Background: an optimization exercise with open tools, aiming at small area and a short achievable clock period. Do not read the settings as production practice. RTL that was checked went through simulation tests only; none was proved equivalent to the original. For runs 4, 5 and 7, only the layout was checked, not whether the RTL still works. Power and IR drop assume default switching activity.

**flow/constraint.sdc**
```tcl
create_clock -name core_clock -period 4.0 [get_ports {clk}]
set_input_delay 0.8000 -clock core_clock [delete_from_list [all_inputs] [get_ports {clk}]]
set_output_delay 0.8000 -clock core_clock [all_outputs]
set_load 0.01 [all_outputs]
```
**flow/config.mk**
```make
export PLATFORM = sky130hd
export DESIGN_NAME = mem_stage
export DESIGN_NICKNAME = mem_stage
export VERILOG_FILES = /design/flow/design.v
export SDC_FILE = /design/flow/constraint.sdc
export NUM_CORES = 4
export LEC_CHECK = 0
export CAP_MARGIN = 20
export CORE_MARGIN = 2
export CORE_UTILIZATION = 40
export PLACE_DENSITY = 0.6
export SLEW_MARGIN = 20
```
**flow/run.sh**
```bash
#!/bin/bash
# synth_recipe.tcl (not shown) runs the flow's synth.tcl, then flattens the netlist and writes it again
# the make line also repeats each setting of config.mk as NAME=value (left out here)
make -C /OpenROAD-flow-scripts/flow DESIGN_CONFIG=/design/flow/config.mk WORK_HOME=/design/flow/orfs CLKGATE_MAP_FILE= SYNTH_SCRIPT=/design/flow/synth_recipe.tcl finish
```
**flow/design.v**
```verilog
package mem_pkg;
   localparam int WORD_W = 32;
   localparam int REG_ADDR_W = 4;
   localparam int DEF_BASE_ADDR = 1024;
endpackage
import mem_pkg::*;
module data_mem #(
   parameter int DEPTH = 64,
   parameter int AW = 6,
   parameter int SP = 4
) (
   input  logic              clk,
   input  logic              we,      
   input  logic [AW-1:0]     pos,     
   input  logic [WORD_W-1:0] wdata,
   output logic              hit,     
   output logic [WORD_W-1:0] rdata    
);
   localparam int NT = DEPTH / SP;
   localparam int TW = AW - $clog2(SP);
   logic [DEPTH-1:0][WORD_W-1:0] ring;
   logic [NT-1:0][WORD_W-1:0] taps;
   logic [TW-1:0] sel;
   assign hit = pos[$clog2(SP)-1:0] == '0;
   assign sel = pos[AW-1:$clog2(SP)];
   for (genvar i = 0; i < DEPTH; i++) begin : g_ring
      if (i % SP == 0) begin : g_tap
         assign taps[i / SP] = ring[(i + DEPTH - 1) % DEPTH];
         always_ff @(posedge clk)
            ring[i] <= (we && hit && sel == TW'(i / SP)) ? wdata : ring[(i + DEPTH - 1) % DEPTH];
      end else begin : g_shift
         always_ff @(posedge clk)
            ring[i] <= ring[i - 1];
      end
   end
   assign rdata = taps[sel];
endmodule
import mem_pkg::*;
module mem_stage #(
   parameter int DEPTH = 64,
   parameter int BASE_ADDR = DEF_BASE_ADDR
) (
   input  logic                  clk,
   input  logic                  rst,
   input  logic                  wb_en_in,
   input  logic                  mem_read_en_in,
   input  logic                  mem_write_en_in,
   input  logic [WORD_W-1:0]     alu_res_in,
   input  logic [WORD_W-1:0]     val_Rm_in,
   input  logic [REG_ADDR_W-1:0] dest_in,
   output logic                  ready,
   output logic                  wb_en,
   output logic                  mem_read_en,
   output logic [WORD_W-1:0]     alu_res,
   output logic [WORD_W-1:0]     mem_data,
   output logic [REG_ADDR_W-1:0] dest,
   output logic                  addr_err
);
   localparam int AW = $clog2(DEPTH);
   logic idle, s1, s2, s3, s4, done;
   logic req, acc, wr_q, ok_q, in_range, hit;
   logic [AW-1:0] phase, pos;
   logic [WORD_W-1:0] rdata, hold, word;
   assign req = mem_read_en_in | mem_write_en_in;
   assign ready = done | (idle & ~req);
   assign wb_en = wb_en_in & ready;
   assign mem_read_en = mem_read_en_in & ready;
   assign alu_res = alu_res_in;
   assign dest = dest_in;
   assign acc = s1 | s2 | s3 | s4;
   assign in_range = alu_res_in[WORD_W-1:AW+2] == (WORD_W-AW-2)'(BASE_ADDR >> (AW + 2));
   always_ff @(posedge clk or negedge rst)
      if (!rst) begin
         idle <= 1'b1;
         {s1, s2, s3, s4, done} <= '0;
         addr_err <= 1'b0;
      end else begin
         idle <= (idle & ~req) | done;
         s1 <= idle & req;
         s2 <= s1;
         s3 <= s2;
         s4 <= s3;
         done <= s4;
         if (s4 && !ok_q) addr_err <= 1'b1;
      end
   always_ff @(posedge clk)
      phase <= phase + AW'(1);
   always_ff @(posedge clk)
      if (idle) begin
         pos <= alu_res_in[AW+1:2] + phase + AW'(2);
         wr_q <= mem_write_en_in;
         ok_q <= in_range;
      end else begin
         pos <= pos + AW'(1);
      end
   data_mem #(.DEPTH(DEPTH), .AW(AW)) u_mem (
      .clk(clk),
      .we(acc & wr_q & ok_q),
      .pos(pos),
      .wdata(val_Rm_in),
      .hit(hit),
      .rdata(rdata)
   );
   assign word = hit ? rdata : hold;
   always_ff @(posedge clk)
      hold <= word;
   always_ff @(posedge clk or negedge rst)
      if (!rst) mem_data <= '0;
      else if (s4 && !wr_q) mem_data <= ok_q ? word : '0;
endmodule
```
==> results.txt, run 1 <==
cts hold-fix bufs 0; Die Area 0.142 mm^2; Nets 3799; Setup Viol. Count Final 0; startpoint types flop; placed instance count 5311; final setup skew between 0.03 and 0.04 ns; critical path class reg -> out; Total GRT Usage 0.161; fin crit share 0.781; WP data arrival about 2.3 ns; Non-Filler Instances 5674; CTS tree built; Post-CTS Resized 0; Synth Warn # 2; FF/Latch Area between 0.04 and 0.05 mm^2; PortBufs 132; CTS clk-pin slew, worst paths around 0.06 ns; met3 wire len 4390 um; Starting Density 0.403; critical path buffer and inverter count 1; Antenna Nets Post-Route 0; setup TNS 0 ns; vias in the first global route 26200; # DRC 0; clock buffer depth 3; Seq cells post-synth 2133; Critical Path End Type primary output; Syn Nets between 3000 and 4000; largest delay contributor family on the critical path flip-flops; Hold Crit Class in -> async; DR top layer met5; fraction of layout cells with a size suffix above 1 0.236; Final Slew Violations 0; cells on worst reg2reg path 5; post-place instance area roughly 0.058 mm^2; initial antenna violation count 5; Total Power 40.3 mW; Clock Sinks 2133; grt total ovfl 0; CP Max Fanout 14; Die Width 376 um; post-synthesis cell type count 46; final HPWL from detailed placement 63100 um; multi-input logic area 0.0114 mm^2; first-pass GRT wire length 169000 um; status no timing/DRC/antenna violations; Pre-antenna DRT Iters 5; Post-Syn Instances 3523; slowest CP cell dfstp_2; Initial DRC Count roughly 1500; number of max-cap violations 0; Worst Max-Slew Pin Slew between 1 and 1.5 ns; PD cells 618 mW/mm^2; Worst Path Required ~3.2 ns; num rows 136; filler cell count 11800; Max Clk Rate 320 MHz; Vert. Die Dim 376 um; H-Tree Depth 4; dpl ws 0.900 ns; relative slew slack 0.305; LEAKAGE ~27 nW; Routed WL per cell between 20 and 25 um; RSZ-0062 raised after global routing false; Synth Cell Area 0.0554 mm^2; Worst-Skew Late Latency slightly above 0.8 ns; RR Startpoint s4; met1 WL 56100 um; largest net degree at the start of global routing 97; reg-to-reg setup timing slack 0.96 ns; per-instance average area after synthesis about 16 um^2; Final Wtd Congestion 0.722; IO Count 145; Core ar. ~0.14 mm^2; min Tclk post-route 3.12 ns; maximum VDD drop slightly below 400 uV; met2 routed WL 50900 um; r2r endpoint u_mem.ring[1168]; Final WS setup 0.878 ns; sequential area share after synthesis 0.775; Post-CTS Setup Inserts 0; Synth-to-Final Area Change 17.5%; critical path's largest stage delay about 0.67 ns; drt via density roughly 4.6; Total Wirelength 114000 um; CTS Root Cell clkbuf_16; CP Cell Sequence a21o_1 > and2_1 > clkdlybuf4s50_1; CTS buffer count 194; final hold violation count 0; final instance area 0.0651 mm^2; via count 25900
[report_power, final]
group | switching (mW) | total, mW | leakage [nW] | internal [mW]
clock network | 7.84 | 18.8 | 3.28 | 10.9
registers | 0 | 21.2 | 17.4 | 21.2
logic | 0.131 | 0.224 | 6.03 | 0.0926
[through the flow]
step | hold slack, ns | utilization
floorplan | 0.310 | -
global placement | 0.310 | 0.425
detailed placement | 0.312 | 0.425
CTS | 0.153 | 0.474
global route | 0.189 | 0.474
finish | 0.181 | 0.474
[cells in the final DEF, fill, tap and decap left out, types with 5 or more instances in the layout]
cell and instances:
xnor2_1 5, o22ai_1 32, dfxtp_1 2088, clkdlybuf4s50_1 131, nor3_4 10, inv_1 10
clkbuf_16 197, a2111oi_0 32, mux2_2 468, inv_6 6, dfrtp_1 38, o21ai_0 68
xor2_1 6, bufinv_16 14, buf_4 54, a2bb2oi_1 32, clkbuf_1 45, nand2_1 8
mux2_4 8, mux2i_1 193, nor3_1 32, nor4_1 5, clkinvlp_4 6, clkinv_2 33
clkbuf_8 49, a221oi_1 32, ha_1 11, mux2_1 37, mux4_2 32, a21oi_1 67
nor2_1 68
[synth_stat cells, drive strengths merged]
cell | n | area share
a21o | 3 | 0.00041
xor2 | 6 | 0.00095
or3b | 1 | 0.00016
buf | 115 | 0.016
nand4 | 2 | 0.00034
and2 | 3 | 0.00034
xnor2 | 5 | 0.00079
nand3 | 4 | 0.00036
o21a | 1 | 0.00014
a21oi | 67 | 0.0061
a2bb2oi | 32 | 0.0051
dfxtp | 2092 | 0.76
nor4 | 9 | 0.0015
o21ai | 68 | 0.0061
edfxtp | 2 | 0.0011
or4 | 1 | 0.00014
mux2i | 193 | 0.035
fa | 1 | 0.00036
nor2 | 68 | 0.0046
or2 | 2 | 0.00023
inv | 10 | 0.00068
nand2b | 5 | 0.00056
dfstp | 1 | 0.00047
mux4 | 32 | 0.013
mux2 | 513 | 0.10
nand2 | 8 | 0.00054
nor3 | 44 | 0.0049
nor4b | 1 | 0.00016
a31o | 1 | 0.00016
a221oi | 32 | 0.0051
ha | 12 | 0.0027
clkbuf | 80 | 0.0054
nand3b | 2 | 0.00027
or3 | 2 | 0.00023
dfrtp | 38 | 0.017
a2111oi | 32 | 0.0051
nor2b | 3 | 0.00034
o22ai | 32 | 0.0036
[kinds of logic after synthesis]
group / synth area share
compound gates: 0.0317
xor+xnor: 0.00174
fa+ha+maj: 0.00307
buf+inv: 0.0217
flops: 0.775
mux: 0.153
simple gates: 0.0146
[registers in the layout, summed over array words and instances (netlist names)]
register	count
phase	6
addr_err	1
pos	6
s2	1
wr_q	1
ok_q	1
idle	1
s1	1
done	1
s4	1
mem_data	32
s3	1
u_mem.ring	2048
hold	32
[layout make-up]
type,count,area share
tap,1794,0.0345
inverter,10,0.000576
clock buffer,291,0.0886
antenna,1,0.0000384
sequential,2133,0.659
multi-input combinational,1185,0.176
clock inverter,71,0.0139
timing repair buffer,189,0.0276
[per-layer routing]
| layer | GRT usage | up-vias |
|---|---|---|
| li1 | - | 12400 |
| met1 | 0.230 | 12900 |
| met2 | 0.246 | 462 |
| met3 | 0.0308 | 182 |
| met4 | 0.0494 | 6 |
| met5 | 0 | - |
[worst max path at each step]
| stage | startpoint | end | cells after the start |
|---|---|---|---|
| after floorplan | alu_res_in[3] | pos[5] | 10 |
| after global placement | alu_res_in[3] | pos[5] | 11 |
| after detailed placement | s4 | u_mem.ring[1168] | 5 |
| after CTS | idle | wb_en | 3 |
| after global routing | idle | wb_en | 3 |
| final | idle | wb_en | 3 |
==> run 2: changes to the inputs <==
--- a/flow/config.mk
+++ b/flow/config.mk
@@ -7,6 +7,7 @@
 export LEC_CHECK = 0
 export CAP_MARGIN = 20
 export CORE_MARGIN = 2
-export CORE_UTILIZATION = 40
-export PLACE_DENSITY = 0.6
+export CORE_UTILIZATION = 65
+export PLACE_DENSITY = 0.75
+export SETUP_SLACK_MARGIN = 2.0
 export SLEW_MARGIN = 20
==> run 2 against run 1 <==
Against the previous run: still clean; non-clock buffer count is 251 higher; clock-buffer cell count is 21 lower; register-to-register slack better by 0.65 ns; die area is 38% lower; final cell count is 7.4% lower; critical endpoint unchanged; largest cell class unchanged; largest power group unchanged.
==> results.txt, run 2 <==
largest delay contributor family on the critical path flip-flops; # DRC 0 (unchanged); Antenna Nets Post-Route 0 (unchanged); fin crit share 0.622 (-0.159); Routed WL per cell 31.8 um (+59%); Worst-Skew Late Latency 0.79 ns (-0.02 ns); CP Max Fanout 3 (-11); Non-Filler Instances 5252 (-7.4%); CTS clk-pin slew, worst paths 0.06 ns (about the same); Pre-antenna DRT Iters 5 (unchanged); placed instance count 4659 (-12%); status no timing/DRC/antenna violations; critical path buffer and inverter count 1 (unchanged); final setup skew 0.0331 ns (-0.000539 ns); Starting Density 0.653 (+0.250); LEAKAGE 28.9 nW (+8.1%); relative slew slack 0.395 (+0.0893); Nets 4041 (+6.4%); maximum VDD drop 456 uV (+16%); Synth Cell Area 0.0554 mm^2 (unchanged); Post-synth EDFFs 2 (unchanged); CTS tree built; Core ar. 0.0849 mm^2 (-38%); most common cell after layout, fill and taps aside dfxtp_1; startpoint types flop; Die Width 296 um (-21%); setup TNS 0 ns (unchanged); Final Wtd Congestion 0.819 (+13%); Seq cells post-synth 2133 (unchanged); WP data arrival 1.69 ns (-0.63 ns); Main synth FF type dfxtp_1; Final Slew Violations 0 (unchanged); H-Tree Depth 4 (unchanged); IO Count 145 (unchanged); PD cells 578 mW/mm^2 (-6.5%); final HPWL from detailed placement 61800 um (-2.0%); Clock Sinks 2133 (unchanged); most numerous cell in the Yosys netlist dfxtp_1; RSZ-0062 raised after global routing true; Setup Viol. Count Final 0 (unchanged); Critical Path End Type primary output; Largest regs u_mem.ring (2048), hold (32), mem_data (32); share of flip-flops with an asynchronous set or reset 0.0183 (unchanged); Syn Nets 3609 (unchanged); num rows 107 (-21%); most area-hungry cell type in the Yosys netlist dfxtp_1; drt via density 5.88 (+29%); Synth-to-Final Area Change 25.0%; critical path's largest stage delay 0.53 ns (-0.14 ns); Total Wirelength 167000 um (+47%); vias in the first global route 30900 (+18%); clock buffer depth 3 (unchanged); Vert. Die Dim 296 um (-21%); Synth area leaders dfxtp_1 76%, mux2_2 9.5%, mux2i_1 3.5%, dfrtp_1 1.7%, mux4_2 1.3%; post-synth top area share 0.756 (unchanged); critical path class reg -> out; Total GRT Usage 0.332 (+0.172); PortBufs 132 (unchanged); Worst Path Required 3.20 ns (about the same); largest net degree at the start of global routing 65 (-33%); slowest CP cell dfstp_2; CP Cell Sequence a21o_1 > and2_4 > buf_6; number of max-cap violations 0 (unchanged); Worst Max-Slew Pin Slew 0.908 ns (-0.134 ns); final hold violation count 0 (unchanged); Max Clk Rate 402 MHz (+26%); via count 30900 (+19%); Die Area 0.0876 mm^2 (-38%); final instance area 0.0693 mm^2 (+6.4%); first-pass GRT wire length 209000 um (+24%); Post-Syn Instances 3523 (unchanged); max reg flops 2048 (unchanged); Hold Crit Class in -> async; post-place instance area 0.0577 mm^2 (-1.3%); sequential area share after synthesis 0.775 (unchanged); min Tclk post-route 2.49 ns (-0.636 ns); reg-to-reg setup timing slack 1.61 ns (+0.65 ns); most frequent cells in the layout 2084 x dfxtp_1, 407 x mux2_2, 201 x clkbuf_16, 192 x mux2i_1, 102 x buf_4; CTS buffer count 185 (-4.6%); Initial DRC Count 2982 (+93%); synth cell count leaders 2092 x dfxtp_1, 468 x mux2_2, 193 x mux2i_1; grt total ovfl 0 (unchanged); CTS Root Cell clkbuf_16; most flop-heavy register u_mem.ring; fraction of layout cells with a size suffix above 1 0.332 (+0.0967); per-instance average area after synthesis 15.7 um^2 (unchanged); Synth Warn # 2 (unchanged); post-synthesis cell type count 46 (unchanged); initial antenna violation count 5 (unchanged)
==> run 2: cell counts after synthesis <==
No cell type changed its count.
==> run 2: repair_timing <==
item / in CTS / in global routing
endpoints found under the setup margin: 643 / 611
cloned: 51 / 17
hold buffers: 0 / 0
pin swaps: 20 / 36
setup buffers: 110 / 75
resized for setup: 598 / 327
==> run 2: where the power goes <==
group	internal [mW]	switching, mW
combinational	0.0719	0.144
sequential	21.2	0
clock	10.4	8.22
total	31.7	8.37
==> run 2: worst register-to-register path, stage by stage (launching register included) <==
cell and delay, ns:
dfxtp_2 0.34, inv_2 0.08, ha_4 0.15, nand4_4 0.22, buf_8 0.23, buf_8 0.12, buf_12 0.12, nor3_4 0.25
buf_12 0.20, buf_16 0.20, mux2_4 0.33
==> run 2: layer usage <==
| metal | share of wire | vias to the layer above | wire length, um | track usage |
|---|---|---|---|---|
| met1 | 0.37 | 15600 | 62600 | 0.414 |
| met4 | 0.087 | 8 | 14500 | 0.193 |
| met2 | 0.45 | 1723 | 75300 | 0.539 |
| li1 | - | 12900 | - | - |
| met3 | 0.087 | 694 | 14500 | 0.0703 |
| met5 | 0.00041 | - | 69 | 0 |
==> run 2: final timing paths <==
path                                  start          endpoint  cells after the start
setup / recovery                       idle             wb_en                      3
hold / removal                          rst      mem_data[10]                      1
setup reg to reg                     pos[1]  u_mem.ring[1545]                     10
hold reg to reg            u_mem.ring[1571]  u_mem.ring[1603]                      0
max in group asynchronous               rst              idle                      2
min in group core_clock    u_mem.ring[1571]  u_mem.ring[1603]                      0
==> run 2: kinds of logic (layout without fill, tap and decap cells) <==
family	after synthesis	after routing	share of synthesized area
compound gates	268	268	0.0317
xor+xnor	11	11	0.00174
fa+ha+maj	13	13	0.00307
buf+inv	205	789	0.0217
flops	2133	2133	0.775
mux	738	738	0.153
other cells	0	1	0
simple gates	155	155	0.0146
==> run 2: through the flow <==
step	worst slack (ns)	util	hold slack, ns	power (mW)
2_1_floorplan	1.62	-	0.310	21.8
3_3_place_gp	0.933	0.680	0.310	21.9
3_5_place_dp	0.907	0.680	0.312	21.9
4_1_cts	1.48	0.789	0.0944	39.7
5_1_grt	1.45	0.816	0.115	40.9
6_report	1.51	0.816	0.131	40.0
==> run 2: cell type report <==
type                            instances  area (um^2)
Clock buffer                          270         5390
Clock inverter                         69          937
Multi-Input combinational cell       1185        12600
Sequential cell                      2133        42900
Antenna cell                            1         2.50
Timing Repair Buffer                  440         5960
Tap cell                             1144         1430
Fill cell                            3830        15600
Inverter                               10         45.0
==> run 3: changes to the inputs <==
--- a/flow/config.mk
+++ b/flow/config.mk
@@ -5,9 +5,12 @@
 export SDC_FILE = /design/flow/constraint.sdc
 export NUM_CORES = 4
 export LEC_CHECK = 0
+export ABC_CLOCK_PERIOD_IN_PS = 2000
 export CAP_MARGIN = 20
 export CORE_MARGIN = 2
 export CORE_UTILIZATION = 65
+export CTS_CLUSTER_DIAMETER = 100
+export CTS_CLUSTER_SIZE = 30
 export PLACE_DENSITY = 0.75
 export SETUP_SLACK_MARGIN = 2.0
 export SLEW_MARGIN = 20
==> run 3 against run 2 <==
Against the previous run: critical path type unchanged; maximum frequency increased by 4.0%; synthesized cell count did not move; still clean on timing, DRC and antenna; critical path depth is the same; via count shrank 8.2%; sequential power about the same; critical endpoint unchanged; final cell count is 4.7% lower; sequential share of layout area rose by 4.9 points; sequential cell count is the same; cell area is 7.3% lower; global-route usage shrank 3.3 points; first-iteration DRC count is 16% lower.
==> results.txt, run 3 <==
Die Area 0.0876 mm^2 (unchanged); WP data arrival 1.59 ns (-0.10 ns); Synth Cell Area 0.0554 mm^2 (unchanged); fraction of layout cells with a size suffix above 1 0.278 (-0.0542); final hold violation count 0 (unchanged); initial antenna violation count 5 (unchanged); Total GRT Usage 0.299 (-0.0330); # DRC 0 (unchanged); PortBufs 132 (unchanged); Syn Nets 3609 (unchanged); IO Count 145 (unchanged); Final WS setup 1.61 ns (+0.0965 ns); via count 28400 (-8.2%); post-synth top area share 0.756 (unchanged); Hold Crit Class in -> async; Nets 3906 (-3.3%); startpoint types flop; most area-hungry cell type in the Yosys netlist dfxtp_1; dpl ws 0.907 ns (unchanged); final setup skew 0.0309 ns (-0.00217 ns); sequential area share after synthesis 0.775 (unchanged); CTS tree built; Worst-Skew Late Latency 0.69 ns (-0.10 ns); H-Tree Depth 3 (-1); relative slew slack 0.386 (-0.00890); Starting Density 0.653 (unchanged); num rows 107 (unchanged); Final Wtd Congestion 0.819 (unchanged); Synth Warn # 2 (unchanged); number of max-cap violations 0 (unchanged); status no timing/DRC/antenna violations; Post-synth EDFFs 2 (unchanged); Clock Sinks 2133 (unchanged); Critical Path End Type primary output; max reg flops 2048 (unchanged); Post-Syn Instances 3523 (unchanged); Worst Max-Slew Pin Slew 0.921 ns (+0.0134 ns); CP Cell Sequence a21o_1 > and2_4 > buf_6; Core ar. 0.0849 mm^2 (unchanged); most common cell after layout, fill and taps aside dfxtp_1; setup TNS 0 ns (unchanged); Seq cells post-synth 2133 (unchanged); Routed WL per cell 28.6 um (-10%); per-instance average area after synthesis 15.7 um^2 (unchanged); Final Slew Violations 0 (unchanged); Setup Viol. Count Final 0 (unchanged); Total Wirelength 143000 um (-14%); Pre-antenna DRT Iters 5 (unchanged); grt total ovfl 0 (unchanged); PD cells 492 mW/mm^2 (-15%); drt via density 5.67 (-3.6%); fin crit share 0.598 (-0.0241); most frequent cells in the layout 2084 x dfxtp_1, 434 x mux2_2, 189 x mux2i_1, 102 x clkbuf_16, 100 x buf_4; clock buffer depth 3 (unchanged); final HPWL from detailed placement 61800 um (unchanged); maximum VDD drop 414 uV (-9.3%); CTS buffer count 81 (-56%); Antenna Nets Post-Route 0 (unchanged); Vert. Die Dim 296 um (unchanged); largest net degree at the start of global routing 65 (unchanged); first-pass GRT wire length 190000 um (-9.1%); Worst Path Required 3.20 ns (about the same); Synth-to-Final Area Change 15.8%; Largest regs u_mem.ring (2048), hold (32), mem_data (32); Die Width 296 um (unchanged); CTS Root Cell clkbuf_16; LEAKAGE 26.5 nW (-8.2%); Synth area leaders dfxtp_1 76%, mux2_2 9.5%, mux2i_1 3.5%, dfrtp_1 1.7%, mux4_2 1.3%; share of flip-flops with an asynchronous set or reset 0.0183 (unchanged); CP Max Fanout 3 (unchanged); RSZ-0062 raised after global routing true; critical path's largest stage delay 0.55 ns (+0.02 ns); synth cell count leaders 2092 x dfxtp_1, 468 x mux2_2, 193 x mux2i_1; slowest CP cell dfstp_2; Initial DRC Count 2513 (-16%); post-synthesis cell type count 46 (unchanged); most numerous cell in the Yosys netlist dfxtp_1; CTS clk-pin slew, worst paths 0.11 ns (+0.05 ns); most flop-heavy register u_mem.ring; vias in the first global route 28300 (-8.4%); Main synth FF type dfxtp_1; Max Clk Rate 418 MHz (+4.0%); min Tclk post-route 2.39 ns (-0.0965 ns); critical path class reg -> out
run 3: cell counts after synthesis:
No cell type changed its count.
run 3: path summary, 6_finish.rpt:
check,startpoint,to,slack (ns),cells after the start
max in group asynchronous,rst,idle,2.82,2
worst min-delay path,rst,mem_data[9],0.23,1
worst min register to register,u_mem.ring[66],u_mem.ring[98],0.31,0
worst max-delay path,idle,wb_en,1.61,3
min in group core_clock,u_mem.ring[66],u_mem.ring[98],0.31,0
worst max register to register,s1,u_mem.ring[1815],1.71,9
run 3: kinds of logic (layout without fill, tap and decap cells):
| logic type | count (synthesis) | in the layout | synth area share |
|---|---|---|---|
| multiplexers | 738 | 738 | 0.153 |
| buffers and inverters | 205 | 539 | 0.0217 |
| other | 0 | 2 | 0 |
| XOR/XNOR | 11 | 11 | 0.00174 |
| AO/OA/AOI/OAI | 268 | 268 | 0.0317 |
| adder cells (fa/ha/maj) | 13 | 13 | 0.00307 |
| flip-flops | 2133 | 2133 | 0.775 |
| AND/OR/NAND/NOR | 155 | 155 | 0.0146 |
run 3: worst max-delay path: cells and delay by family, from the launching register on:
kind	cells	cell delay, ns
buffers and inverters	1	0.09
DFF	1	0.55
and+or+nand+nor	1	0.14
AOI/OAI and AO/OA	1	0.14
run 3: timing repair:
| action | in CTS | in global routing |
|---|---|---|
| setup endpoints to repair | 643 | 610 |
| pin swaps | 17 | 27 |
| gates resized for setup | 604 | 175 |
| buffers inserted | 99 | 60 |
| hold buffers | 0 | 0 |
| gates cloned | 44 | 19 |
run 3: final cells by class:
cell class	count	area [um^2]
sequential	2133	42900
fill	4810	20700
multi-input combinational	1185	12000
timing repair buffer	409	5440
clock buffer	116	2240
tap	1144	1430
clock inverter	4	50.0
inverter	10	45.0
antenna	2	5.00
run 3: layer usage:
metal  share of wire  track usage  vias to the layer above
li1                -            -                    12500
met1            0.41        0.402                    14300
met2            0.45        0.481                     1147
met3           0.076       0.0515                      406
met4           0.062        0.133                        2
met5        0.000063            0                        -
run 3: per-stage QoR:
stage	area [um^2]	std cells	power, mW	util	hold slack (ns)
5_1_grt	64200	5003	32.4	0.756	0.201
2_1_floorplan	55500	3523	21.8	-	0.310
3_3_place_gp	57700	4659	21.9	0.680	0.310
4_1_cts	62700	4922	31.5	0.739	0.204
3_5_place_dp	57700	4659	21.9	0.680	0.312
6_report	64200	5003	31.6	0.756	0.234
run 3: where the power goes:
group	internal [mW]	switching (mW)
registers	21.2	0
logic	0.0724	0.137
clock network	3.99	6.17
total	25.3	6.30
==> run 4: changes to the inputs <==
==> flow/design.v (replaced) <==
package mem_pkg;
   localparam int WORD_W = 32;
   localparam int REG_ADDR_W = 4;
   localparam int DEF_BASE_ADDR = 1024;
endpackage
import mem_pkg::*;
module data_mem #(
   parameter int DEPTH = 64,
   parameter int SP = 4,
   parameter int NT = DEPTH / SP
) (
   input  logic              clk,
   input  logic              we,      
   input  logic [NT-1:0]     at,      
   input  logic [WORD_W-1:0] wdata,
   output logic [WORD_W-1:0] rdata    
);
   logic [DEPTH-1:0][WORD_W-1:0] ring;
   for (genvar i = 0; i < DEPTH; i++) begin : g_ring
      if (i % SP == 0) begin : g_tap
         always_ff @(posedge clk)
            ring[i] <= (we && at[i / SP]) ? wdata : ring[(i + DEPTH - 1) % DEPTH];
      end else begin : g_shift
         always_ff @(posedge clk)
            ring[i] <= ring[i - 1];
      end
   end
   always_comb begin
      rdata = '0;
      for (int j = 0; j < NT; j++)
         rdata = rdata | ({WORD_W{at[j]}} & ring[(j * SP + DEPTH - 1) % DEPTH]);
   end
endmodule
import mem_pkg::*;
module mem_stage #(
   parameter int DEPTH = 64,
   parameter int BASE_ADDR = DEF_BASE_ADDR
) (
   input  logic                  clk,
   input  logic                  rst,
   input  logic                  wb_en_in,
   input  logic                  mem_read_en_in,
   input  logic                  mem_write_en_in,
   input  logic [WORD_W-1:0]     alu_res_in,
   input  logic [WORD_W-1:0]     val_Rm_in,
   input  logic [REG_ADDR_W-1:0] dest_in,
   output logic                  ready,
   output logic                  wb_en,
   output logic                  mem_read_en,
   output logic [WORD_W-1:0]     alu_res,
   output logic [WORD_W-1:0]     mem_data,
   output logic [REG_ADDR_W-1:0] dest,
   output logic                  addr_err
);
   localparam int AW = $clog2(DEPTH);
   localparam int SP = 4;
   localparam int NT = DEPTH / SP;
   logic busy, s1, s2, s3, s4, done;
   logic req, wr_q, ok_q, wacc_q, hit_q;
   logic [AW-1:0] phase, pos_q, pos_n;
   logic [NT-1:0] at_q;
   logic [WORD_W-1:0] rdata, hold, word;
   assign req = mem_read_en_in | mem_write_en_in;
   assign ready = done | ~(busy | req);
   assign wb_en = wb_en_in & ready;
   assign mem_read_en = mem_read_en_in & ready;
   assign alu_res = alu_res_in;
   assign dest = dest_in;
   always_ff @(posedge clk or negedge rst)
      if (!rst) begin
         {busy, s1, s2, s3, s4, done} <= '0;
         addr_err <= 1'b0;
      end else begin
         busy <= (~busy & req) | s1 | s2 | s3 | s4;
         s1 <= ~busy & req;
         s2 <= s1;
         s3 <= s2;
         s4 <= s3;
         done <= s4;
         if (s4 && !ok_q) addr_err <= 1'b1;
      end
   always_ff @(posedge clk)
      phase <= phase + AW'(1);
   assign pos_n = busy ? pos_q + AW'(1) : alu_res_in[AW+1:2] + phase + AW'(2);
   always_ff @(posedge clk) begin
      pos_q <= pos_n;
      hit_q <= pos_n[1:0] == '0;
      for (int j = 0; j < NT; j++)
         at_q[j] <= pos_n == AW'(j * SP);
      if (!busy) begin
         wr_q <= mem_write_en_in;
         ok_q <= alu_res_in[WORD_W-1:AW+2] == (WORD_W-AW-2)'(BASE_ADDR >> (AW + 2));
      end
   end
   always_ff @(posedge clk or negedge rst)
      if (!rst) wacc_q <= 1'b0;
      else wacc_q <= (~busy & mem_write_en_in & alu_res_in[WORD_W-1:AW+2] == (WORD_W-AW-2)'(BASE_ADDR >> (AW + 2)))
                     | (wacc_q & ~s4);
   data_mem #(.DEPTH(DEPTH), .SP(SP)) u_mem (
      .clk(clk),
      .we(wacc_q),
      .at(at_q),
      .wdata(val_Rm_in),
      .rdata(rdata)
   );
   assign word = hit_q ? rdata : hold;
   always_ff @(posedge clk)
      hold <= word;
   always_ff @(posedge clk or negedge rst)
      if (!rst) mem_data <= '0;
      else if (s4 && !wr_q) mem_data <= ok_q ? word : '0;
endmodule
--- a/flow/config.mk
+++ b/flow/config.mk
@@ -9,8 +9,8 @@
 export CAP_MARGIN = 20
 export CORE_MARGIN = 2
 export CORE_UTILIZATION = 65
-export CTS_CLUSTER_DIAMETER = 100
-export CTS_CLUSTER_SIZE = 30
+export CTS_CLUSTER_DIAMETER = 80
+export CTS_CLUSTER_SIZE = 25
 export PLACE_DENSITY = 0.75
-export SETUP_SLACK_MARGIN = 2.0
+export SETUP_SLACK_MARGIN = 1.9
 export SLEW_MARGIN = 20
==> run 4 against run 3 <==
Against the previous run: sequential share of layout area grew 6.6 points; power up 12%; synthesized cell count decreased by 4.5%; sequential cell count grew 18; critical path type is now reg -> reg.
==> results.txt, run 4 <==
status no timing/DRC/antenna violations; Antenna Nets Post-Route 0 (unchanged); CTS tree built; LEAKAGE 24.5 nW (-7.7%); placed instance count 4425 (-5.0%); relative slew slack 0.375 (-0.0104); Synth Warn # 2 (unchanged); PortBufs 132 (unchanged); Critical Path End Type flop; Vert. Die Dim 291 um (-1.5%); final HPWL from detailed placement 62700 um (+1.4%); most area-hungry cell type in the Yosys netlist dfxtp_1; cts hold-fix bufs 0 (unchanged); most numerous cell in the Yosys netlist dfxtp_1; Hold Crit Class in -> async; Initial DRC Count 2046 (-19%); Seq cells post-synth 2151 (+0.84%); most common cell after layout, fill and taps aside dfxtp_1; Total Wirelength 118000 um (-17%); Final WS setup 1.57 ns (-0.0422 ns); post-synthesis cell type count 40 (-13%); share of flip-flops with an asynchronous set or reset 0.0186 (+0.000312); Clock Sinks 2151 (+0.84%); Synth Cell Area 0.0537 mm^2 (-3.1%); grt total ovfl 0 (unchanged); largest family of logic cells by synthesized area multiplexers; PD cells 600 mW/mm^2 (+22%); IO Count 145 (unchanged); Largest regs u_mem.ring (2048), hold (32), mem_data (32); Synth Area in Compound Gates 0.0475 (+0.0158); setup TNS 0 ns (unchanged); mux contribution to synthesized area 0.108 (-0.0448); WP data arrival 3.00 ns (+1.41 ns); FF/Latch Area 0.0433 mm^2 (+0.89%); Worst Max-Slew Pin Slew 0.937 ns (+0.0156 ns); synth cell count leaders 2109 x dfxtp_1, 513 x mux2_2, 128 x a22oi_1; Post-synth EDFFs 2 (unchanged); most flop-heavy register u_mem.ring; clock buffer depth 3 (unchanged); CTS clk-pin slew, worst paths 0.10 ns (about the same); CP Max Fanout 3 (unchanged); ANT cells 0 (-2); final hold violation count 0 (unchanged); critical path class reg -> reg; Synth area leaders dfxtp_1 79%, mux2_2 11%, dfrtp_1 1.9%, a22oi_1 1.8%, a22o_1 1.0%; Total GRT Usage 0.273 (-0.0260); Syn Nets 3450 (-4.4%); multi-input logic area 0.00982 mm^2 (-18%); adder-cell area share of the yosys netlist 0.00294 (-0.000134); Final Slew Violations 0 (unchanged); Core ar. 0.0820 mm^2 (-3.4%); Main synth FF type dfxtp_1; Final Wtd Congestion 0.796 (-2.9%); Worst Path Required 4.57 ns (+1.37 ns); per-instance average area after synthesis 16.0 um^2 (+1.4%); max reg flops 2048 (unchanged); dpl ws 0.546 ns (-0.361 ns); largest net degree at the start of global routing 44 (-32%); # DRC 0 (unchanged); Non-Filler Instances 4595 (-8.2%); Die Width 291 um (-1.5%); Post-Syn Instances 3365 (-4.5%); Starting Density 0.655 (+0.00206); Nets 3581 (-8.3%); H-Tree Depth 3 (unchanged); min Tclk post-route 2.43 ns (+0.0422 ns); CTS buffer count 96 (+19%); post-synthesis simple-gate area fraction 0.0158 (+0.00124); sequential area share after synthesis 0.806 (+0.0317); Setup Viol. Count Final 0 (unchanged); Die Area 0.0849 mm^2 (-3.1%); fin crit share 0.608 (+0.0106); number of max-cap violations 0 (unchanged); Max Clk Rate 411 MHz (-1.7%); fraction of layout cells with a size suffix above 1 0.245 (-0.0334); num rows 105 (-1.9%); Synth-to-Final Area Change 9.87%; startpoint types flop; final setup skew 0.0211 ns (-0.00981 ns); most frequent cells in the layout 2089 x dfxtp_1, 513 x mux2_2, 128 x a22oi_1, 96 x clkbuf_16; Worst-Skew Late Latency 0.69 ns (about the same); CTS Root Cell clkbuf_16; drt via density 5.61 (-1.1%); via count 25800 (-9.1%); first-pass GRT wire length 172000 um (-9.6%); xor/xnor share of the synthesized area 0.00212 (+0.000382); Pre-antenna DRT Iters 5 (unchanged); RSZ-0062 raised after global routing true; post-synth top area share 0.786 (+0.0306); vias in the first global route 26400 (-6.9%); filler cell count 5255 (+9.3%); maximum VDD drop 415 uV (+0.29%); initial antenna violation count 2 (-3); Routed WL per cell 25.7 um (-10%)
run 4: final cells by class:
class	count	area share
clock inverters	9	0.00185
clock buffers	118	0.0421
repair buffers	225	0.0315
inverters	10	0.000806
flip-flops and latches	2151	0.735
well taps	1070	0.0227
multi-input cells	1012	0.167
run 4: metal layers:
layer	global-route usage	share of wire
met1	0.386	0.45
met2	0.443	0.47
met3	0.0387	0.052
met4	0.0808	0.024
met5	0	0.00021
run 4: worst paths after layout:
check,startpoint,cells after the start,slack [ns],end
max in group asynchronous,rst,2,3.06,wacc_q
min reg2reg,u_mem.ring[1579],0,0.32,u_mem.ring[1611]
min,rst,2,0.31,wacc_q
min in group core_clock,u_mem.ring[1579],0,0.32,u_mem.ring[1611]
max reg2reg,phase[1],9,1.57,at_q[5]
max,phase[1],9,1.57,at_q[5]
run 4: timing repair:
item,4_1_cts,5_1_grt
setup buffers,36,7
hold endpoints to repair,0,0
gates cloned,0,0
resized for setup,359,24
pin swaps,19,12
setup endpoints to repair,449,95
run 4: logic make-up (layout without fill, tap and decap cells):
group / Yosys count / count (layout)
AO/OA/AOI/OAI: 310 / 310
XOR/XNOR: 13 / 13
adder cells (fa/ha/maj): 12 / 12
buffers and inverters: 202 / 362
flip-flops: 2151 / 2151
multiplexers: 514 / 514
AND/OR/NAND/NOR: 163 / 163
run 4: per-stage QoR:
step                cell area, um^2  hold slack, ns  power (mW)   util
floorplan                     53800           0.310        23.7      -
global placement              56000           0.310        24.8  0.683
detailed placement            56000           0.312        24.9  0.683
CTS                           58800           0.318        35.4  0.718
global route                  59000           0.329        36.4  0.719
finish                        59000           0.312        35.4  0.719
run 4: power by group:
group	switching, mW	internal (mW)	total [mW]
clock network	6.21	4.45	10.7
logic	1.41	0.845	2.25
registers	0.460	22.0	22.5
run 4: critical path, cell delays in order (launching register included):
cell and delay (ns):
dfxtp_2 0.35, inv_2 0.05, ha_4 0.25, inv_2 0.04
ha_4 0.16, fa_2 0.42, buf_6 0.15, xor2_4 0.16
o32a_1 0.38, nor4b_2 0.35
==> run 5: changes to the inputs <==
==> flow/flow/run.sh (new file) <==
#!/bin/bash
# Layout flow: the standard ORFS flow (standard.sh, unchanged synthesis),
# with the port buffers made plain buffers and clock tree synthesis run
# without dummy loads. Each tool's output goes to standard.log here.
set -euo pipefail
bash standard.sh \
   "BUFFER_PORTS_ARGS=-buffer_cell sky130_fd_sc_hd__buf_2" \
   "CTS_ARGS=-sink_clustering_enable -repair_clock_nets -dont_use_dummy_load -sink_clustering_size 25 -sink_clustering_max_diameter 80" \
   finish > standard.log 2>&1
==> flow/standard.sh (new file) <==
#!/bin/bash
# synth_recipe.tcl (not shown) runs the flow's synth.tcl, then flattens the netlist and writes it again
# the make line also repeats each setting of config.mk as NAME=value (left out here)
make -C /OpenROAD-flow-scripts/flow DESIGN_CONFIG=/design/flow/config.mk WORK_HOME=/design/flow/orfs CLKGATE_MAP_FILE= SYNTH_SCRIPT=/design/flow/synth_recipe.tcl "${@:-finish}"
--- a/flow/config.mk
+++ b/flow/config.mk
@@ -9,8 +9,6 @@
 export CAP_MARGIN = 20
 export CORE_MARGIN = 2
 export CORE_UTILIZATION = 65
-export CTS_CLUSTER_DIAMETER = 80
-export CTS_CLUSTER_SIZE = 25
 export PLACE_DENSITY = 0.75
 export SETUP_SLACK_MARGIN = 1.9
 export SLEW_MARGIN = 20
removed: flow/run.sh
==> run 5 against run 4 <==
Against the previous run: area after synthesis is the same; combinational power fell by 9%; power decreased by 1.4%; sequential power about the same; cell area is 1.3% lower; sequential cell count is the same; clock-buffer cell count fell by 22; clock skew rose by 0.018 ns; non-clock buffer count down 30; clock power down 4%; critical endpoint is now at_q[0].
==> results.txt, run 5 <==
Non-Filler Instances 4535 (-1.3%); Synth area leaders dfxtp_1 79%, mux2_2 11%, dfrtp_1 1.9%, a22oi_1 1.8%, a22o_1 1.0%; Seq cells post-synth 2151 (unchanged); Final Slew Violations 0 (unchanged); Total Wirelength 116000 um (-1.8%); Worst Path Required 4.58 ns (about the same); min Tclk post-route 2.36 ns (-0.0682 ns); synth cell count leaders 2109 x dfxtp_1, 513 x mux2_2, 128 x a22oi_1; most area-hungry cell type in the Yosys netlist dfxtp_1; Post-synth EDFFs 2 (unchanged); relative slew slack 0.281 (-0.0947); cells on worst reg2reg path 10 (+1); first-pass GRT wire length 170000 um (-0.83%); Antenna Nets Post-Route 0 (unchanged); setup TNS 0 ns (unchanged); number of max-cap violations 0 (unchanged); IO Count 145 (unchanged); final setup skew 0.0394 ns (+0.0183 ns); fraction of layout cells with a size suffix above 1 0.255 (+0.0104); reg-to-reg setup timing slack 1.64 ns (+0.07 ns); Syn Nets 3450 (unchanged); Die Area 0.0849 mm^2 (unchanged); r2r endpoint at_q[0]; most flop-heavy register u_mem.ring; H-Tree Depth 3 (unchanged); RSZ-0062 raised after global routing true; # DRC 0 (unchanged); Routed WL per cell 25.5 um (-0.52%); num rows 105 (unchanged); Vert. Die Dim 291 um (unchanged); Clock Sinks 2151 (unchanged); per-instance average area after synthesis 16.0 um^2 (unchanged); max reg flops 2048 (unchanged); Setup Viol. Count Final 0 (unchanged); Total GRT Usage 0.271 (-0.00265); WHS Path Cells 0; hold_sp u_mem.ring[1594]; WP data arrival 2.95 ns (-0.05 ns); Worst-Skew Late Latency 0.64 ns (-0.05 ns); critical path buffer and inverter count 2 (-1); Initial DRC Count 2194 (+7.2%); final HPWL from detailed placement 63000 um (+0.58%); vias in the first global route 26300 (-0.33%); status no timing/DRC/antenna violations; maximum VDD drop 411 uV (-1.0%); Worst Max-Slew Pin Slew 1.08 ns (+0.142 ns); hold_ws 0.279 ns (-0.0327 ns); fin crit share 0.591 (-0.0170); sequential area share after synthesis 0.806 (unchanged); Final Util 0.710 (-0.00952); placed instance count 4422 (-0.068%); via count 25500 (-1.1%); CTS Root Cell clkbuf_16; Max Clk Rate 423 MHz (+2.9%); most numerous cell in the Yosys netlist dfxtp_1; CTS tree built; RR Startpoint phase[1]; hold path endpoint u_mem.ring[1626]; most frequent cells in the layout 2090 x dfxtp_1, 513 x mux2_2, 128 x a22oi_1, 128 x buf_2, 96 x clkbuf_16; PD cells 600 mW/mm^2 (about the same); LEAKAGE 24.2 nW (-1.1%); Largest regs u_mem.ring (2048), hold (32), mem_data (32); PortBufs 132 (unchanged); drt via density 5.62 (+0.18%); share of flip-flops with an asynchronous set or reset 0.0186 (unchanged); critical path's largest stage delay 0.47 ns (+0.05 ns); post-synthesis cell type count 40 (unchanged); most common cell after layout, fill and taps aside dfxtp_1; Synth Warn # 2 (unchanged); final hold violation count 0 (unchanged); initial antenna violation count 3 (+1); Starting Density 0.655 (unchanged); slowest CP cell or4_4; clock buffer depth 3 (unchanged); grt total ovfl 0 (unchanged); startpoint types flop; Final Wtd Congestion 0.786 (-1.2%); Core ar. 0.0820 mm^2 (unchanged); CP Max Fanout 4 (+1); largest net degree at the start of global routing 38 (-14%); cts hold-fix bufs 0 (unchanged); CTS buffer count 96 (unchanged); crit path launch phase[1]; Main synth FF type dfxtp_1; Die Width 291 um (unchanged); Post-Syn Instances 3365 (unchanged); Nets 3551 (-0.84%); Synth-to-Final Area Change 8.41%; Pre-antenna DRT Iters 6 (+1); Critical Path End Type flop; CTS clk-pin slew, worst paths 0.09 ns (about the same); critical path class reg -> reg; CP Cell Sequence inv_2 > ha_4 > inv_2 > ha_4 > fa_2 > nand3_2 > a21oi_2 > mux2_4 > or4_4 > nor2_2; post-synth top area share 0.786 (unchanged); Hold Crit Class reg -> reg; largest delay contributor family on the critical path adder cells; Synth Cell Area 0.0537 mm^2 (unchanged); filler cell count 5281 (+0.49%)
[run 5: cell counts after synthesis]
Identical to the previous run, type by type.
[run 5: worst register-to-register path, delay by kind of cell (launching register included)]
| family | cells | cell delay (ns) |
|---|---|---|
| multiplexers | 1 | 0.31 |
| AO/OA/AOI/OAI | 1 | 0.06 |
| AND/OR/NAND/NOR | 3 | 0.69 |
| flip-flops | 1 | 0.34 |
| buffers and inverters | 2 | 0.08 |
| adder cells (fa/ha/maj) | 3 | 0.81 |
[run 5: report_power, final]
group | internal, mW | total [mW] | leakage, nW | switching [mW]
clock network | 4.30 | 10.3 | 1.18 | 6.03
registers | 22.0 | 22.5 | 17.9 | 0.493
logic | 0.736 | 2.05 | 5.09 | 1.31
[run 5: final cells by class]
cell class                 instances  area (um^2)  area share
antenna                            1         2.50   0.0000430
clock buffer                      96         2400      0.0413
inverter                          10         47.5    0.000817
multi-input combinational       1012         9820       0.169
sequential                      2151        43300       0.744
tap                             1070         1340      0.0230
timing repair buffer             195         1270      0.0218
[run 5: logic make-up (layout without fill, tap and decap cells)]
family	count (synthesis)	in the layout	share of synthesized area
other	0	1	0
multiplexers	514	514	0.108
AO/OA/AOI/OAI	310	310	0.0475
AND/OR/NAND/NOR	163	163	0.0158
XOR/XNOR	13	13	0.00212
buffers and inverters	202	301	0.0175
flip-flops	2151	2151	0.806
adder cells (fa/ha/maj)	12	12	0.00294
[run 5: worst max path at each step]
stage | to | slack, ns | depth (start not counted)
detailed placement | at_q[6] | 1.05 | 11
finish | at_q[0] | 1.64 | 10
global route | at_q[0] | 1.58 | 10
CTS | wb_en | 1.62 | 4
global placement | at_q[6] | 1.09 | 11
floorplan | at_q[0] | 1.37 | 10
[run 5: routing by layer]
metal	part of all wire	GRT usage	wire (um)
met1	0.45	0.384	52600
met2	0.47	0.439	54100
met3	0.050	0.0370	5790
met5	0.00010	0	12
met4	0.027	0.0757	3160
[run 5: timing repair]
action                     in CTS  in global routing
setup endpoints to repair     453                 25
pin swaps                      10                  8
setup buffers                  12                  4
gates resized for setup        56                 26
[run 5: stage by stage]
stage          power [mW]  area [um^2]  worst slack (ns)
2_1_floorplan        23.7        53800              1.37
3_5_place_dp         24.7        55300              1.05
4_1_cts              34.8        58100              1.62
5_1_grt              35.9        58200              1.58
6_report             34.9        58200              1.64
3_3_place_gp         24.7        55300              1.09
==> run 6: changes to the inputs <==
--- a/flow/design.v
+++ b/flow/design.v
@@ -56,19 +56,22 @@
    localparam int SP = 4;
    localparam int NT = DEPTH / SP;
    logic busy, s1, s2, s3, s4, done;
-   logic req, wr_q, ok_q, wacc_q, hit_q;
-   logic [AW-1:0] phase, pos_q, pos_n;
-   logic [NT-1:0] at_q;
+   logic req, in_range, wr_q, ok_q, wacc_q;
+   logic [AW-1:0] phase, u;
+   logic [NT-1:0] tap_q;
+   logic [SP-1:0] hit_q;
    logic [WORD_W-1:0] rdata, hold, word;
    assign req = mem_read_en_in | mem_write_en_in;
    assign ready = done | ~(busy | req);
    assign wb_en = wb_en_in & ready;
-   assign mem_read_en = mem_read_en_in & ready;
+   assign mem_read_en = mem_read_en_in & done;    
    assign alu_res = alu_res_in;
    assign dest = dest_in;
+   assign in_range = alu_res_in[WORD_W-1:AW+2] == (WORD_W-AW-2)'(BASE_ADDR >> (AW + 2));
    always_ff @(posedge clk or negedge rst)
       if (!rst) begin
          {busy, s1, s2, s3, s4, done} <= '0;
+         wacc_q <= 1'b0;
          addr_err <= 1'b0;
       end else begin
          busy <= (~busy & req) | s1 | s2 | s3 | s4;
@@ -77,33 +80,31 @@
          s3 <= s2;
          s4 <= s3;
          done <= s4;
+         wacc_q <= (~busy & mem_write_en_in & in_range) | (wacc_q & ~s4);
          if (s4 && !ok_q) addr_err <= 1'b1;
       end
    always_ff @(posedge clk)
       phase <= phase + AW'(1);
-   assign pos_n = busy ? pos_q + AW'(1) : alu_res_in[AW+1:2] + phase + AW'(2);
-   always_ff @(posedge clk) begin
-      pos_q <= pos_n;
-      hit_q <= pos_n[1:0] == '0;
-      for (int j = 0; j < NT; j++)
-         at_q[j] <= pos_n == AW'(j * SP);
+   assign u = alu_res_in[AW+1:2] + phase;
+   always_ff @(posedge clk)
       if (!busy) begin
+         for (int j = 0; j < NT; j++)
+            tap_q[j] <= u[AW-1:2] == (AW-2)'(j);
+         for (int k = 0; k < SP; k++)
+            hit_q[k] <= u[1:0] == 2'(SP - 1 - k);
          wr_q <= mem_write_en_in;
-         ok_q <= alu_res_in[WORD_W-1:AW+2] == (WORD_W-AW-2)'(BASE_ADDR >> (AW + 2));
+         ok_q <= in_range;
+      end else begin
+         hit_q <= hit_q >> 1;
       end
-   end
-   always_ff @(posedge clk or negedge rst)
-      if (!rst) wacc_q <= 1'b0;
-      else wacc_q <= (~busy & mem_write_en_in & alu_res_in[WORD_W-1:AW+2] == (WORD_W-AW-2)'(BASE_ADDR >> (AW + 2)))
-                     | (wacc_q & ~s4);
    data_mem #(.DEPTH(DEPTH), .SP(SP)) u_mem (
       .clk(clk),
-      .we(wacc_q),
-      .at(at_q),
+      .we(wacc_q & hit_q[0]),
+      .at(tap_q),
       .wdata(val_Rm_in),
       .rdata(rdata)
    );
-   assign word = hit_q ? rdata : hold;
+   assign word = hit_q[0] ? rdata : hold;
    always_ff @(posedge clk)
       hold <= word;
    always_ff @(posedge clk or negedge rst)
==> run 6 against run 5 <==
Against the previous run: still clean; final cell count is 0.37% higher; combinational power is 27% higher; via count is 0.46% higher; clock power hardly changed; power is 1.2% higher; first-iteration DRC count is 3.7% lower; clock-buffer cell count stayed put; routed wire length is 1.3% higher; area after synthesis is 0.59% higher; sequential cell count is 3 lower.
==> results.txt, run 6 <==
status no timing/DRC/antenna violations; Final WS setup 1.64 ns (+0.00230 ns); largest family of logic cells by synthesized area multiplexers; reg-to-reg setup timing slack 1.69 ns (+0.05 ns); adder-cell area share of the yosys netlist 0.00176 (-0.00118); slowest CP cell dfrtp_2; post-synthesis simple-gate area fraction 0.0159 (+0.0000457); Synth Area in Compound Gates 0.0513 (+0.00382); post-synth top area share 0.775 (-0.0117); Die Width 292 um (+0.29%); Syn Nets 3445 (-0.14%); CTS tree built; most numerous cell in the Yosys netlist dfxtp_1; largest net degree at the start of global routing 40 (+5.3%); Max Clk Rate 423 MHz (about the same); FF/Latch Area 0.0434 mm^2 (+0.16%); Pre-antenna DRT Iters 7 (+1); M3 GR Usage 0.0464 (+0.00933); Largest regs u_mem.ring (2048), hold (32), mem_data (32); Post-synth EDFFs 18 (+16); # DRC 0 (unchanged); Setup Viol. Count Final 0 (unchanged); Total Wirelength 117000 um (+1.3%); max reg flops 2048 (unchanged); via count 25600 (+0.46%); fin crit share 0.590 (about the same); CP Max Fanout 2 (-2); relative slew slack 0.350 (+0.0690); min Tclk post-route 2.36 ns (-0.00230 ns); synth cell count leaders 2090 x dfxtp_1, 490 x mux2_2, 128 x a22oi_1; CTS buffer count 96 (unchanged); hold_ws 0.287 ns (+0.00784 ns); CTS Root Cell clkbuf_16; Antenna Nets Post-Route 0 (unchanged); post-synthesis cell type count 51 (+28%); multi-input logic area 0.00985 mm^2 (+0.33%); most area-hungry cell type in the Yosys netlist dfxtp_1; filler cell count 5116 (-3.1%); most flop-heavy register u_mem.ring; fraction of layout cells with a size suffix above 1 0.252 (-0.00340); drt via density 5.62 (about the same); Synth-to-Final Area Change 8.27%; Main synth FF type dfxtp_1; most frequent cells in the layout 2088 x dfxtp_1, 490 x mux2_2, 130 x buf_2, 128 x a22oi_1, 96 x clkbuf_16; sequential area share after synthesis 0.803 (-0.00289); Final Wtd Congestion 0.810 (+3.1%); LEAKAGE 24.4 nW (+0.80%); most common cell after layout, fill and taps aside dfxtp_1; IO Count 145 (unchanged); PD cells 604 mW/mm^2 (+0.74%); H-Tree Depth 3 (unchanged); Hold Crit Class in -> async; Initial DRC Count 2112 (-3.7%); vias in the first global route 26400 (+0.24%); critical path class reg -> out; setup TNS 0 ns (unchanged); met1 usage 0.364 (-0.0208); placed instance count 4427 (+0.11%); number of max-cap violations 0 (unchanged); final hold violation count 0 (unchanged); Routed WL per cell 25.8 um (+0.95%); GR peak layer met2; RSZ-0062 raised after global routing true; Core ar. 0.0821 mm^2 (+0.16%); Synth area leaders dfxtp_1 77%, mux2_2 10%, dfrtp_1 1.9%, a22oi_1 1.8%, a22o_1 1.0%; Worst Max-Slew Pin Slew 0.975 ns (-0.104 ns); CTS clk-pin slew, worst paths 0.09 ns (about the same); Seq cells post-synth 2148 (-0.14%); per-instance average area after synthesis 16.0 um^2 (+0.59%); grt total ovfl 0 (unchanged); Critical Path End Type primary output; Final Util 0.712 (+0.00211); mux contribution to synthesized area 0.107 (-0.000542); num rows 105 (unchanged); initial antenna violation count 7 (+4); Die Area 0.0854 mm^2 (+0.58%); dpl ws 1.11 ns (+0.0646 ns); CP Cell Sequence clkinvlp_4 > a21o_1 > and2_1 > buf_2; final setup skew 0.0409 ns (+0.00147 ns); Total GRT Usage 0.272 (+0.00132); Clock Sinks 2148 (-0.14%); Final Slew Violations 0 (unchanged); met2 usage 0.448 (+0.00947); Nets 3561 (+0.28%); Vert. Die Dim 292 um (+0.29%); PortBufs 132 (unchanged); critical path's largest stage delay 0.39 ns (-0.08 ns); Synth Cell Area 0.0540 mm^2 (+0.59%); maximum VDD drop 459 uV (+12%); startpoint types flop; Starting Density 0.658 (+0.00282); WP data arrival 1.56 ns (-1.39 ns); final HPWL from detailed placement 65100 um (+3.2%); Synth Warn # 2 (unchanged); Post-Syn Instances 3365 (unchanged); Worst-Skew Late Latency 0.66 ns (+0.02 ns); clock buffer depth 3 (unchanged); first-pass GRT wire length 170000 um (about the same); Non-Filler Instances 4552 (+0.37%); Worst Path Required 3.20 ns (-1.38 ns); share of flip-flops with an asynchronous set or reset 0.0186 (+0.0000260); xor/xnor share of the synthesized area 0.00162 (-0.000499)
==> run 6: changes by cell type in the layout (fill, tap and decap cells not counted), sizes merged, moves of 4 or more <==
cell    delta
nand2      +7
inv        -4
edfxtp    +16
nor4b      -4
dfxtp     -19
ha         -5
buf       +18
==> run 6: path summary, 6_finish.rpt <==
path | to | cells past startpoint | start
worst min-delay path | mem_data[1] | 1 | rst
min in group core_clock | u_mem.ring[834] | 0 | u_mem.ring[802]
max in group asynchronous | mem_data[14] | 2 | rst
worst max register to register | tap_q[10] | 9 | phase[0]
worst max-delay path | wb_en | 4 | busy
worst min register to register | u_mem.ring[834] | 0 | u_mem.ring[802]
==> run 6: cells by family (layout without fill, tap and decap cells) <==
logic type | after synthesis | after routing
flops | 2148 | 2148
buf+inv | 203 | 317
compound gates | 314 | 314
fa+ha+maj | 7 | 7
xor+xnor | 10 | 10
other cells | 0 | 3
simple gates | 168 | 168
mux | 515 | 515
==> run 6: where the power goes <==
group / internal (mW) / switching [mW]
clock: 4.30 / 6.01
sequential: 22.1 / 0.312
combinational: 0.745 / 1.86
==> run 6: what timing repair did <==
item / CTS / global route
setup buffers: 18 / 7
endpoints found under the hold margin: 0 / 0
endpoints found under the setup margin: 469 / 38
gates cloned: 1 / 0
pin swaps: 6 / 6
gates resized for setup: 27 / 27
hold buffers: 0 / 0
==> run 6: final cells by class <==
cell class,count,share of cell area
diodes,3,0.000128
clock buffers,96,0.0411
inverters,7,0.000514
multi-input cells,1014,0.168
flip-flops and latches,2148,0.742
well taps,1070,0.0229
repair buffers,213,0.0247
repair inverters,1,0.0000856
==> run 6: layer usage <==
metal | up-vias | part of all wire | wire length, um
met5 | - | 0.00044 | 52
met4 | 8 | 0.038 | 4400
met3 | 248 | 0.057 | 6680
met2 | 800 | 0.48 | 56000
met1 | 12900 | 0.43 | 50100
li1 | 11700 | - | -
==> run 6: stage by stage <==
stage	power (mW)	area [um^2]
2_1_floorplan	23.9	54000
3_3_place_gp	25.3	55600
3_5_place_dp	25.3	55600
4_1_cts	35.3	58300
5_1_grt	36.3	58500
6_report	35.3	58500
==> run 6: worst max-delay path: cells and delay by family (launching register included) <==
| kind | cells | cell delay [ns] |
|---|---|---|
| buf+inv | 2 | 0.22 |
| simple gates | 1 | 0.14 |
| flops | 1 | 0.39 |
| compound gates | 1 | 0.16 |
==> run 7: changes to the inputs <==
--- a/flow/design.v
+++ b/flow/design.v
@@ -55,14 +55,14 @@
    localparam int AW = $clog2(DEPTH);
    localparam int SP = 4;
    localparam int NT = DEPTH / SP;
-   logic busy, s1, s2, s3, s4, done;
+   logic busy, s1, s2, s3, s4, done, done_n;
    logic req, in_range, wr_q, ok_q, wacc_q;
    logic [AW-1:0] phase, u;
    logic [NT-1:0] tap_q;
    logic [SP-1:0] hit_q;
    logic [WORD_W-1:0] rdata, hold, word;
    assign req = mem_read_en_in | mem_write_en_in;
-   assign ready = done | ~(busy | req);
+   assign ready = ~(done_n & (busy | req));
    assign wb_en = wb_en_in & ready;
    assign mem_read_en = mem_read_en_in & done;    
    assign alu_res = alu_res_in;
@@ -71,6 +71,7 @@
    always_ff @(posedge clk or negedge rst)
       if (!rst) begin
          {busy, s1, s2, s3, s4, done} <= '0;
+         done_n <= 1'b1;
          wacc_q <= 1'b0;
          addr_err <= 1'b0;
       end else begin
@@ -80,6 +81,7 @@
          s3 <= s2;
          s4 <= s3;
          done <= s4;
+         done_n <= ~s4;
          wacc_q <= (~busy & mem_write_en_in & in_range) | (wacc_q & ~s4);
          if (s4 && !ok_q) addr_err <= 1'b1;
       end
--- a/flow/flow/run.sh
+++ b/flow/flow/run.sh
@@ -5,5 +5,5 @@
 set -euo pipefail
 bash standard.sh \
    "BUFFER_PORTS_ARGS=-buffer_cell sky130_fd_sc_hd__buf_2" \
-   "CTS_ARGS=-sink_clustering_enable -repair_clock_nets -dont_use_dummy_load -sink_clustering_size 25 -sink_clustering_max_diameter 80" \
+   "CTS_ARGS=-sink_clustering_enable -repair_clock_nets -dont_use_dummy_load -sink_clustering_size 30 -sink_clustering_max_diameter 60" \
    finish > standard.log 2>&1
--- a/flow/config.mk
+++ b/flow/config.mk
@@ -8,7 +8,7 @@
 export ABC_CLOCK_PERIOD_IN_PS = 2000
 export CAP_MARGIN = 20
 export CORE_MARGIN = 2
-export CORE_UTILIZATION = 65
-export PLACE_DENSITY = 0.75
+export CORE_UTILIZATION = 75
+export PLACE_DENSITY = 0.8
 export SETUP_SLACK_MARGIN = 1.9
 export SLEW_MARGIN = 20
==> run 7 against run 6 <==
Against the previous run: critical endpoint unchanged; global-route usage increased by 5.2 points; non-clock buffer count rose by 6; largest power group unchanged; area after synthesis is essentially flat; still clean on timing, DRC and antenna; power decreased by 0.90%; routed wire length grew 3.2%; die area is 13% lower.
==> results.txt, run 7 <==
min Tclk post-route 2.35 ns (-0.0165 ns); crit path launch busy; Synth Warn # 2 (unchanged); maximum VDD drop 462 uV (+0.54%); PD cells 602 mW/mm^2 (-0.39%); placed instance count 4313 (-2.6%); Core ar. 0.0714 mm^2 (-13%); relative slew slack 0.364 (+0.0139); CTS clk-pin slew, worst paths 0.10 ns (about the same); met1 WL 50900 um (+1.7%); Initial DRC Count 2617 (+24%); Worst Setup EP wb_en; Final Wtd Congestion 0.849 (+4.8%); synth cell count leaders 2090 x dfxtp_1, 490 x mux2_2, 128 x a22oi_1; status no timing/DRC/antenna violations; Largest regs u_mem.ring (2048), hold (32), mem_data (32); Syn Nets 3449 (+0.12%); NetSw 8.17 mW (-0.20%); most area-hungry cell type in the Yosys netlist dfxtp_1; final hold violation count 0 (unchanged); dpl ws 1.11 ns (-0.000810 ns); PortBufs 132 (unchanged); Final Slew Violations 0 (unchanged); Seq pwr share 0.642 (+0.007); Sw Ratio 0.233 (+0.00164); post-place instance area 0.0555 mm^2 (-0.21%); vias in the first global route 27000 (+2.5%); share of flip-flops with an asynchronous set or reset 0.0191 (+0.000457); post-synthesis cell type count 51 (unchanged); num rows 98 (-6.7%); Seq cells post-synth 2149 (+0.047%); post-synth top area share 0.774 (about the same); CTS tree built; H-Tree Depth 3 (unchanged); DR top layer met5; Post-synth EDFFs 18 (unchanged); largest net degree at the start of global routing 47 (+18%); WP data arrival 1.55 ns (about the same); Post-Syn Instances 3369 (+0.12%); final HPWL from detailed placement 67600 um (+3.8%); P_int 26.8 mW (-1.1%); # DRC 0 (unchanged); per-instance average area after synthesis 16.0 um^2 (about the same); CTS buffer count 88 (-8.3%); first-pass GRT wire length 175000 um (+3.0%); Gate power share 0.075 (about the same); Synth Cell Area 0.0541 mm^2 (about the same); Die Area 0.0742 mm^2 (-13%); Worst Path Required 3.20 ns (about the same); Total GRT Usage 0.324 (+0.0524); final instance area 0.0582 mm^2 (-0.51%); Clock Sinks 2149 (+0.047%); reg-to-reg setup timing slack 1.86 ns (+0.17 ns); critical path class reg -> out; Hold Crit Class reg -> reg; hold_ws 0.293 ns (+0.00628 ns); IO Count 145 (unchanged); Worst Max-Slew Pin Slew 0.955 ns (-0.0208 ns); setup TNS 0 ns (unchanged); fraction of layout cells with a size suffix above 1 0.251 (-0.000790); RSZ-0062 raised after global routing true; Vert. Die Dim 272 um (-6.8%); final setup skew 0.0449 ns (+0.00395 ns); cells on worst reg2reg path 7 (-2); Total Wirelength 121000 um (+3.2%); most flop-heavy register u_mem.ring; fin crit share 0.586 (-0.00412); Non-Filler Instances 4429 (-2.7%); clock buffer depth 3 (unchanged); Nets 3560 (-0.028%); Setup Viol. Count Final 0 (unchanged); CP Max Fanout 2 (unchanged); startpoint types flop; most numerous cell in the Yosys netlist dfxtp_1; CTS Root Cell clkbuf_16; cts hold-fix bufs 0 (unchanged); met3 wire len 7750 um (+16%); grt total ovfl 0 (unchanged); Critical Path End Type primary output; Pre-antenna DRT Iters 7 (unchanged); r2r endpoint tap_q[7]; most common cell after layout, fill and taps aside dfxtp_1; drt via density 5.95 (+5.8%); most frequent cells in the layout 2088 x dfxtp_1, 490 x mux2_2, 131 x buf_2, 128 x a22oi_1, 88 x clkbuf_16; Die Width 272 um (-6.8%); max reg flops 2048 (unchanged); met2 routed WL 57300 um (+2.3%); Final WS setup 1.65 ns (+0.0165 ns); clock network fraction of total power 0.283 (-0.009); Starting Density 0.757 (+0.0998); Antenna Nets Post-Route 0 (unchanged); sequential area share after synthesis 0.803 (about the same); Synth area leaders dfxtp_1 77%, mux2_2 10%, dfrtp_1 1.9%, a22oi_1 1.8%, a22o_1 1.0%; number of max-cap violations 0 (unchanged); Max Clk Rate 426 MHz (+0.70%); RR Startpoint phase[0]; Worst-Skew Late Latency 0.68 ns (+0.02 ns); initial antenna violation count 4 (-3); Routed WL per cell 27.3 um (+6.1%); LEAKAGE 24.3 nW (-0.24%); Synth-to-Final Area Change 7.61%; Main synth FF type dfxtp_1; via count 26400 (+2.9%)
run 7: cell count changes after synthesis, sizes merged:
cell and change:
clkbuf +1, buf +2, o31ai +1, a21o -1
dfstp +1
run 7: kinds of logic (layout without fill, tap and decap cells):
family / Yosys count / count (layout) / synth area share
AO/OA/AOI/OAI: 314 / 314 / 0.0509
XOR/XNOR: 10 / 10 / 0.00162
adder cells (fa/ha/maj): 7 / 7 / 0.00176
buffers and inverters: 206 / 314 / 0.0197
flip-flops: 2149 / 2149 / 0.803
multiplexers: 515 / 515 / 0.107
other: 0 / 1 / 0
AND/OR/NAND/NOR: 168 / 169 / 0.0158
run 7: cell type report:
cell class / instances / area [um^2]
multi-input cells: 1015 / 9830
well taps: 950 / 1190
clock buffers: 88 / 2200
inverters: 7 / 26.3
flip-flops and latches: 2149 / 43400
fillers: 3637 / 13200
repair buffers: 219 / 1500
diodes: 1 / 2.50
run 7: power by group through the flow:
stage / Combinational [mW] / Clock [mW] / Sequential, mW
CTS: 2.49 / 9.96 / 22.5
global route: 2.64 / 10.7 / 22.5
floorplan: 1.12 / 0 / 22.8
global placement: 2.25 / 0 / 23.0
finish: 2.62 / 9.92 / 22.5
detailed placement: 2.27 / 0 / 23.0
run 7: worst max-delay path: stages (launching register included):
cell and delay [ns]:
dfrtp_2 0.44, o31ai_4 0.18, and2_4 0.17, buf_6 0.09
run 7: metal layers:
metal / track usage / up-vias
li1: - / 11700
met1: 0.438 / 13300
met2: 0.522 / 1041
met3: 0.0525 / 293
met4: 0.148 / 4
met5: 0 / -
run 7: what timing repair did:
action / 4_1_cts / 5_1_grt
setup buffers: 18 / 8
cloned: 1 / 0
endpoints found under the hold margin: 0 / 0
setup endpoints to repair: 580 / 49
resized for setup: 30 / 32
pin swaps: 7 / 9
run 7: stage by stage:
step | power (mW) | utilization
finish | 35.0 | 0.815
global route | 35.9 | 0.815
global placement | 25.2 | 0.778
floorplan | 24.0 | -
CTS | 34.9 | 0.812
detailed placement | 25.3 | 0.778
run 7: worst min-delay path by stage:
stage                     start                to  slack [ns]  cells after the start
4_1_cts        u_mem.ring[1433]  u_mem.ring[1465]        0.30                      0
6_report        u_mem.ring[789]   u_mem.ring[821]        0.29                      0
2_1_floorplan   u_mem.ring[968]  u_mem.ring[1000]        0.31                      0
5_1_grt        u_mem.ring[1177]  u_mem.ring[1209]        0.30                      0
3_5_place_dp    u_mem.ring[325]   u_mem.ring[357]        0.31                      0
3_3_place_gp   u_mem.ring[1861]  u_mem.ring[1893]        0.31                      0

-- re-timing with driven ports --
No port has a modelled driver above. Below, the same layouts with a new extraction and two added sets of constraints. Step 1 assumes that a clkbuf_16 drives the clock port and a buf_2 every other input. Step 2, shift: input delay + t, output delay - t, t = (earliest + latest rising clock arrival at the registers) / 2. This alone moves slack from input paths to output paths. Slacks: ideal ports / drivers / drivers and shift; pairs: ideal ports / drivers.
run	shift t [ns]	slack for setup (ns)	clock arrival spread, ns
run 1	0.861	0.878 / 0.809 / 0.940	0.038 / 0.037
run 2	0.851	1.513 / 1.442 / 1.380	0.051 / 0.050
run 3	0.736	1.610 / 1.546 / 1.418	0.041 / 0.041
run 4	0.737	1.568 / 1.509 / 0.863	0.026 / 0.026
run 5	0.705	1.636 / 1.583 / 1.034	0.074 / 0.074
run 6	0.716	1.638 / 1.572 / 1.100	0.055 / 0.055
run 7	0.720	1.655 / 1.589 / 1.248	0.046 / 0.046
After both steps setup and hold are still met in every run listed. The setup slack of run 4, which loses most, moves by -0.059 ns with the drivers and by -0.705 ns with both steps.
